Background: an optimization exercise with open tools, aiming at small area. Do not read the settings as production practice. No functional check of the RTL was part of this run. Power figures rest on the tool's default switching activity, not on a simulated workload.

--- design.v ---
package smpq_pkg;
	localparam int DEF_QUEUE_DEPTH = 16;
	localparam int VALUE_W         = 32;
	localparam int OCC_W           = 5;
	localparam logic [1:0] OP_INSERT = 2'd0;
	localparam logic [1:0] OP_REMOVE = 2'd1;
	localparam logic [1:0] OP_PEEK   = 2'd2;
	localparam logic [1:0] OP_NONE   = 2'd3;
	localparam logic [1:0] ST_OK    = 2'd0;
	localparam logic [1:0] ST_EMPTY = 2'd1;
	localparam logic [1:0] ST_FULL  = 2'd2;
endpackage
module smpq_ctrl (
	input  logic       clk,
	input  logic       arst_n,
	input  logic       start,
	input  logic [1:0] cmd_op,
	input  logic       full,
	input  logic       empty,
	input  logic       lt,
	output logic       busy,
	output logic       done,
	output logic [3:0] phase,
	output logic [4:0] count,
	output logic       sel_prev,
	output logic       sel_new,
	output logic [1:0] rsp_status,
	output logic       show_head
);
	logic [3:0] phase_q;
	logic [4:0] count_q;
	logic       armed_q;
	logic       win_q;
	logic       placed_q;
	logic       done_q;
	logic [1:0] status_q;
	logic       show_q;
	logic is_ins, is_rem, is_peek;
	logic ins_go, read_go;
	logic win, ready, take, last_step;
	assign is_ins  = (cmd_op == smpq_pkg::OP_INSERT);
	assign is_rem  = (cmd_op == smpq_pkg::OP_REMOVE);
	assign is_peek = (cmd_op == smpq_pkg::OP_PEEK);
	assign ins_go  = is_ins && !full;
	assign read_go = (is_rem || is_peek) && !empty;
	assign win       = win_q || (armed_q && ins_go && phase_q == 4'd15);
	assign last_step = win_q && phase_q == 4'd14;
	assign sel_prev  = win && lt;
	assign sel_new   = win && !lt && !(win_q && placed_q);
	always_comb begin
		if (ins_go)       ready = last_step;
		else if (read_go) ready = (phase_q == 4'd15);
		else              ready = 1'b1;
	end
	assign busy = !ready;
	assign take = start && ready;
	always_ff @(posedge clk or negedge arst_n) begin
		if (!arst_n) begin
			phase_q <= 4'd0;
			count_q <= 5'd0;
			armed_q <= 1'b0;
			win_q   <= 1'b0;
			done_q  <= 1'b0;
		end else begin
			if (take && ins_go)
				phase_q <= phase_q + 4'd2;
			else if (!(take && is_rem && !empty))
				phase_q <= phase_q + 4'd1;
			if (take && ins_go)
				count_q <= count_q + 5'd1;
			else if (take && is_rem && !empty)
				count_q <= count_q - 5'd1;
			armed_q <= start && !take && (armed_q || phase_q == 4'd11);
			win_q   <= win && !last_step;
			done_q  <= take;
		end
	end
	always_ff @(posedge clk) begin
		placed_q <= sel_new || (win_q && placed_q);
		if (is_ins && full)
			status_q <= smpq_pkg::ST_FULL;
		else if ((is_rem || is_peek) && empty)
			status_q <= smpq_pkg::ST_EMPTY;
		else
			status_q <= smpq_pkg::ST_OK;
		show_q <= read_go;
	end
	assign done       = done_q;
	assign phase      = phase_q;
	assign count      = count_q;
	assign rsp_status = status_q;
	assign show_head  = show_q;
endmodule
module smpq_datapath (
	input  logic        clk,
	input  logic [31:0] cmd_value,
	input  logic        sel_prev,
	input  logic        sel_new,
	input  logic        show_head,
	output logic        key_lt,
	output logic [31:0] rsp_head
);
	logic [31:0] ring_q [16];
	logic [31:0] entry;
	logic [31:0] a;
	logic [31:0] b;
	logic [32:0] c;
	logic [31:0] co;
	logic [2:0]  carry_q;
	logic        sel_keep;
	assign sel_keep = !sel_prev && !sel_new;
	always_ff @(posedge clk) begin
		ring_q[0] <= entry;
		for (int i = 1; i < 16; i++)
			ring_q[i] <= ring_q[i-1];
	end
	assign a = {~ring_q[14][31], ring_q[14][30:24], ring_q[13][23:16], ring_q[12][15:8], ring_q[11][7:0]};
	assign b = {~cmd_value[31], cmd_value[30:0]};
	genvar i;
	generate
		for (i = 0; i < 32; i++) begin : g_bit
			if (i == 0)
				assign c[i] = 1'b0;
			else if (i % 8 == 0)
				assign c[i] = carry_q[i/8 - 1];
			else
				assign c[i] = co[i-1];
			smpq_slice u_slice (
				.prev  (ring_q[14][i]),
				.keep  (ring_q[15][i]),
				.key   (cmd_value[i]),
				.sel_prev (sel_prev),
				.sel_new  (sel_new),
				.sel_keep (sel_keep),
				.a     (a[i]),
				.b     (b[i]),
				.ci    (c[i]),
				.show  (show_head),
				.entry (entry[i]),
				.co    (co[i]),
				.head  (rsp_head[i])
			);
		end
	endgenerate
	always_ff @(posedge clk) begin
		carry_q <= {co[23], co[15], co[7]};
	end
	assign key_lt = co[31];
endmodule
module smpq_slice (
	input  logic prev,
	input  logic keep,
	input  logic key,
	input  logic sel_prev,
	input  logic sel_new,
	input  logic sel_keep,
	input  logic a,
	input  logic b,
	input  logic ci,
	input  logic show,
	output logic entry,
	output logic co,
	output logic head
);
	assign entry = (prev & sel_prev) | (key & sel_new) | (keep & sel_keep);
	assign co    = (b & ~a) | (b & ci) | (~a & ci);
	assign head  = keep & show;
endmodule
module sorted_min_priority_queue_core (
	input  logic        clk,
	input  logic        arst_n,
	input  logic        start,
	input  logic [1:0]  cmd_op,
	input  logic [31:0] cmd_value,
	output logic        busy,
	output logic        done,
	output logic [31:0] rsp_head,
	output logic [1:0]  rsp_status,
	output logic        rsp_empty,
	output logic [4:0]  rsp_count
);
	logic [3:0]  phase;
	logic [4:0]  count;
	logic        full;
	logic        empty;
	logic        lt;
	logic        key_lt;
	logic        sel_prev;
	logic        sel_new;
	logic        show_head;
	assign full  = count[4];
	assign empty = (count == 5'd0);
	smpq_ctrl u_ctrl (
		.clk        (clk),
		.arst_n     (arst_n),
		.start      (start),
		.cmd_op     (cmd_op),
		.full       (full),
		.empty      (empty),
		.lt         (lt),
		.busy       (busy),
		.done       (done),
		.phase      (phase),
		.count      (count),
		.sel_prev   (sel_prev),
		.sel_new    (sel_new),
		.rsp_status (rsp_status),
		.show_head  (show_head)
	);
	smpq_datapath u_datapath (
		.clk       (clk),
		.cmd_value (cmd_value),
		.sel_prev  (sel_prev),
		.sel_new   (sel_new),
		.show_head (show_head),
		.key_lt    (key_lt),
		.rsp_head  (rsp_head)
	);
	assign lt = ({1'b0, phase + 4'd1} < count) && key_lt;
	assign rsp_empty = empty;
	assign rsp_count = count;
endmodule
module smpq_top (
	input  logic        clk,
	input  logic        arst_n,
	input  logic        start,
	input  logic [1:0]  cmd_op,
	input  logic [31:0] cmd_value,
	output logic        busy,
	output logic        done,
	output logic [31:0] rsp_head,
	output logic [1:0]  rsp_status,
	output logic        rsp_empty,
	output logic [4:0]  rsp_count
);
	sorted_min_priority_queue_core u_core (
		.clk        (clk),
		.arst_n     (arst_n),
		.start      (start),
		.cmd_op     (cmd_op),
		.cmd_value  (cmd_value),
		.busy       (busy),
		.done       (done),
		.rsp_head   (rsp_head),
		.rsp_status (rsp_status),
		.rsp_empty  (rsp_empty),
		.rsp_count  (rsp_count)
	);
endmodule
--- run.sh ---
#!/bin/bash
# synth_recipe.tcl (not shown) runs the flow's synth.tcl, then flattens the netlist and writes it again
# the make line also repeats each setting of config.mk as NAME=value (left out here)
make -C /OpenROAD-flow-scripts/flow DESIGN_CONFIG=/design/flow/config.mk WORK_HOME=/design/flow/orfs CLKGATE_MAP_FILE= SYNTH_SCRIPT=/design/flow/synth_recipe.tcl finish
--- config.mk ---
export PLATFORM = sky130hd
export DESIGN_NAME = smpq_top
export DESIGN_NICKNAME = smpq_top
export VERILOG_FILES = /design/flow/design.v
export SDC_FILE = /design/flow/constraint.sdc
export NUM_CORES = 4
export LEC_CHECK = 0
export CAP_MARGIN = 20
export CORE_MARGIN = 2
export CORE_UTILIZATION = 45
export CTS_BUF_LIST = sky130_fd_sc_hd__clkbuf_4
export CTS_CLUSTER_DIAMETER = 50
export CTS_CLUSTER_SIZE = 8
export PLACE_DENSITY = 0.6
export SLEW_MARGIN = 20
export SYNTH_HIERARCHICAL = 1
--- constraint.sdc ---
create_clock -name core_clock -period 5.0 [get_ports {clk}]
set_input_delay 1.0000 -clock core_clock [delete_from_list [all_inputs] [get_ports {clk}]]
set_output_delay 1.0000 -clock core_clock [all_outputs]
set_load 0.01 [all_outputs]
==> qor.yml <==
placed_design:
  place_ws_ns: -0.07979
  dpl.hpwl_um: 10900
  dp_cells: 1244
  gp_congestion: 0.7690
  port_buffers: 78
timing:
  rsz0062_at_grt: "no"
  final-max-slew-violation-count: 0
  timing.final.crit_share: 0.8809
  setup_violations: 0
  max_clock_freq_mhz: 227.0
  worstMarginPinSlew_ns: 0.7453
  skew_ns: 0.05413
  layout_setup_ws_ns: 0.5955
  max-slew-margin-rel: 0.5008
  post-route-min-period_ns: 4.405
  hold_viol: 0
cts:
  numCtsBuffers: 77
  cts.sinks: 531
  cts_setup_buffers: 0
  cts_tree: "built"
  path_clk_slew_ns: 0.09
  clk_latency_ns: 0.68
  ctsHtreeMaxLevel: 3
  cts.repair.resized: 0
  cts_root_buffer: "clkbuf_4"
  cts_hold_buf: 0
  clock_path_buffers: 3
outcome:
  status: "finished clean"
synthesis:
  ys_ff_latch: 531
  synthSimpleGateAreaFrac: 0.03360
  synth_flop_cell: "dfxtp_1"
  synthesis.area_um2: 12480
  ys_warn_count: 10
  synth_adder_area_share: 0.03931
  synth_mux_area_frac: 0.004212
  syn_avg_cell_area_um2: 15.85
  synth_compound_area_frac: 0.03671
  async_reset_ff_frac: 0.02260
  synth_xor_area_frac: 0.004914
  ys_seq_area_frac: 0.8569
  synth_cell_type_count: 43
  syn_inst: 787
  synth_nets: 837
  synth_top_family_by_area: "adder cells"
  synth-edff-count: 0
global_route:
  grt_pass1_wl_um: 28710
  grtUsageMet1: 0.1857
  grtUsageMet2: 0.1730
  gr-usage-all-layers: 0.1282
  antenna_found_initial: 1
  busiest_layer: "met1"
  grt_overflow_total: 0
  grt_pass1_vias: 5651
  grt_max_degree: 33
  met3_usage: 0.04210
critical_path:
  critPathBufInv: 3
  cpMaxStageDelayCell: "clkdlybuf4s50_1"
  cp-end-kind: "flop"
  cp_common_cell: "maj3_2"
  critPathLaunch: "cmd_value[24]"
  path_cells: "clkdlybuf4s50_1 -> maj3_2 -> maj3_2 -> maj3_2 -> maj3_2 -> maj3_2 -> maj3_2 -> maj3_2 -> maj3_2 -> o311a_1 -> nor3b_4 -> buf_4 -> a222oi_1 -> inv_1"
  slowest_delay_ns: 0.43
  cp.required_ns: 5.59
  crit_fanout: 32
  timing.rr.start: "u_core.u_datapath.ring_q[14][24]$_DFF_P_"
  worstSetupPathType: "input pin to flop"
  startpoint_type: "input pin"
  cpLargestDelayFamily: "adder cells"
  worst-endpoint-arrival_ns: 4.99
floorplanning:
  die-area_um2: 29070
  die_w_um: 170.5
  start_util: 0.4603
  num_io_pins: 79
  core-area_um2: 27100
  num_rows: 60
  die_h_um: 170.5
flow_run:
  cap_violations: 0
detailed_routing:
  drtIter0Drc: 357
  drcViolationCount: 0
  drtPass1Iterations: 7
  via_per_inst: 4.278
  totalWireLength_um: 18060
  vias: 5711
  wl_per_cell_um: 13.52
  ant_nets: 0
final_layout:
  final_util: 0.5385
  drive_gt1_frac: 0.1195
  area.sequential_um2: 10690
  syn2layout_area_growth_pct: 16.97
  fin_cells: 1335
  nNetsFinal: 1001
  multi_input_area_um2: 1521
  fillers: 2256
pwr:
  irDropWorstVdd_mv: 0.2640
  p_leak_nw: 5.994
  power_density_nw_per_um2: 534.6
min_path:
  hold_class: "flop to flop"
  worst_hold_startpoint: "u_core.u_datapath.ring_q[0][10]$_DFF_P_"
-- modules after synthesis, one instance, submodules excluded, a selection --
module	cell area, µm²	flip-flops and latches
smpq_slice	33.78	0
smpq_ctrl	934.6	16
smpq_datapath	10320	515
sorted_min_priority_queue_core	135.1	0
-- metal layers --
layer  share of wire  wire length [µm]
met5               0                 0
met4           0.013               228
met3           0.053               959
met2            0.41              7369
met1            0.53              9498
-- cells in the mapped netlist, types with 4 or more instances --
| library cell | instances | area (µm²) |
|---|---|---|
| dfxtp_1 | 519 | 10390 |
| inv_1 | 80 | 300.3 |
| a222oi_1 | 32 | 320.3 |
| dfrtp_1 | 12 | 300.3 |
| a21oi_1 | 4 | 20.02 |
| ha_1 | 12 | 150.1 |
| nand2_1 | 5 | 18.77 |
| and2_1 | 34 | 212.7 |
| nor2_1 | 6 | 22.52 |
| maj3_1 | 32 | 320.3 |
| xnor2_1 | 6 | 52.55 |
-- kinds of logic after synthesis --
kind of cell    after synthesis
buf+inv                      80
fa+ha+maj                    45
flops                       531
other cells                   1
compound gates               51
mux                           5
simple gates                 67
xor+xnor                      7
-- sequential cells by signal, indices dropped and copies added, names as in the netlist --
signal                     flops
u_core.u_datapath.ring_q     512
u_core.u_ctrl.count_q          5
u_core.u_ctrl.phase_q          4
u_core.u_datapath.carry_q      3
u_core.u_ctrl.status_q         2
u_core.u_ctrl.armed_q          1
u_core.u_ctrl.done_q           1
u_core.u_ctrl.placed_q         1
u_core.u_ctrl.show_q           1
u_core.u_ctrl.win_q            1
-- metrics by stage --
step	instance area, µm²	power (mW)	setup TNS, ns	hold WS [ns]
finish	14590	7.801	0	0.3009
global route	14590	8.225	0	0.2943
detailed placement	13860	5.737	-1.920	0.3121
floorplan	12500	5.406	-2.392	0.3096
global placement	13860	5.718	0	0.3096
CTS	14590	7.924	0	0.3121
-- cell usage in the layout, fill, tap and decap left out, types with 5 or more instances in the layout --
| cell | count |
|---|---|
| xnor2_1 | 6 |
| a222oi_1 | 32 |
| clkdlybuf4s50_1 | 78 |
| inv_1 | 80 |
| nand2_1 | 5 |
| maj3_1 | 24 |
| clkbuf_4 | 80 |
| and2_1 | 34 |
| dfxtp_1 | 519 |
| nor2_1 | 5 |
| dfrtp_1 | 12 |
| maj3_2 | 8 |
| ha_1 | 12 |
-- cell type report --
class                   instances  area share
inverters                      80     0.02058
diodes                          1   0.0001715
well taps                     372     0.03190
flip-flops and latches        531      0.7326
clock buffers                  80     0.04116
clock inverters                10    0.008831
multi-input cells             176      0.1043
repair buffers                 85     0.06053
-- power breakdown --
group	internal [mW]	switching, mW
logic	0.337	0.305
registers	4.77	0.221
clock network	0.907	1.26
-- final timing paths --
| path | to | slack [ns] | cells past startpoint |
|---|---|---|---|
| min reg2reg | u_core.u_datapath.ring_q[1][10]$_DFF_P_ | 0.30 | 0 |
| max | u_core.u_datapath.ring_q[0][13]$_DFF_P_ | 0.60 | 14 |
| min | u_core.u_datapath.ring_q[1][10]$_DFF_P_ | 0.30 | 0 |
| max in group asynchronous | u_core.u_ctrl.count_q[1]$_DFFE_PN0P_ | 3.89 | 1 |
| max reg2reg | u_core.u_datapath.ring_q[0][13]$_DFF_P_ | 0.96 | 14 |
| min in group asynchronous | u_core.u_ctrl.armed_q$_DFF_PN0_ | 0.69 | 1 |

## re-timing with driven ports
No port has a modelled driver above. Below, the same layout with a new extraction and two added sets of constraints.
Step 1 (the two cells are an assumption about what drives the block):
set clk [get_ports {clk}]
set_driving_cell -lib_cell sky130_fd_sc_hd__clkbuf_16 $clk
set_driving_cell -lib_cell sky130_fd_sc_hd__buf_2 [delete_from_list [all_inputs] $clk]
Step 2 adds t to the input delays and takes it off the output delays; t is the mean of the earliest and latest rising clock arrival at the registers after step 1. Input paths then give back, and output paths get back, about the clock's delay inside the block.
Slacks: no drivers / after step 1 / after step 2; pairs: no drivers / after step 1.
t (ns): 0.691
setup WS [ns]: 0.595 / 0.613 / -0.078
worst setup path after step 2: input to register
worst register clock-pin slew, ns: 0.09 / 0.09
worst slew at a driven data input, ns: 0.06
Met with ideal ports but missed after step 2: setup timing in this run. The setup slack of this run moves by +0.018 ns with the drivers and by -0.673 ns with both steps.
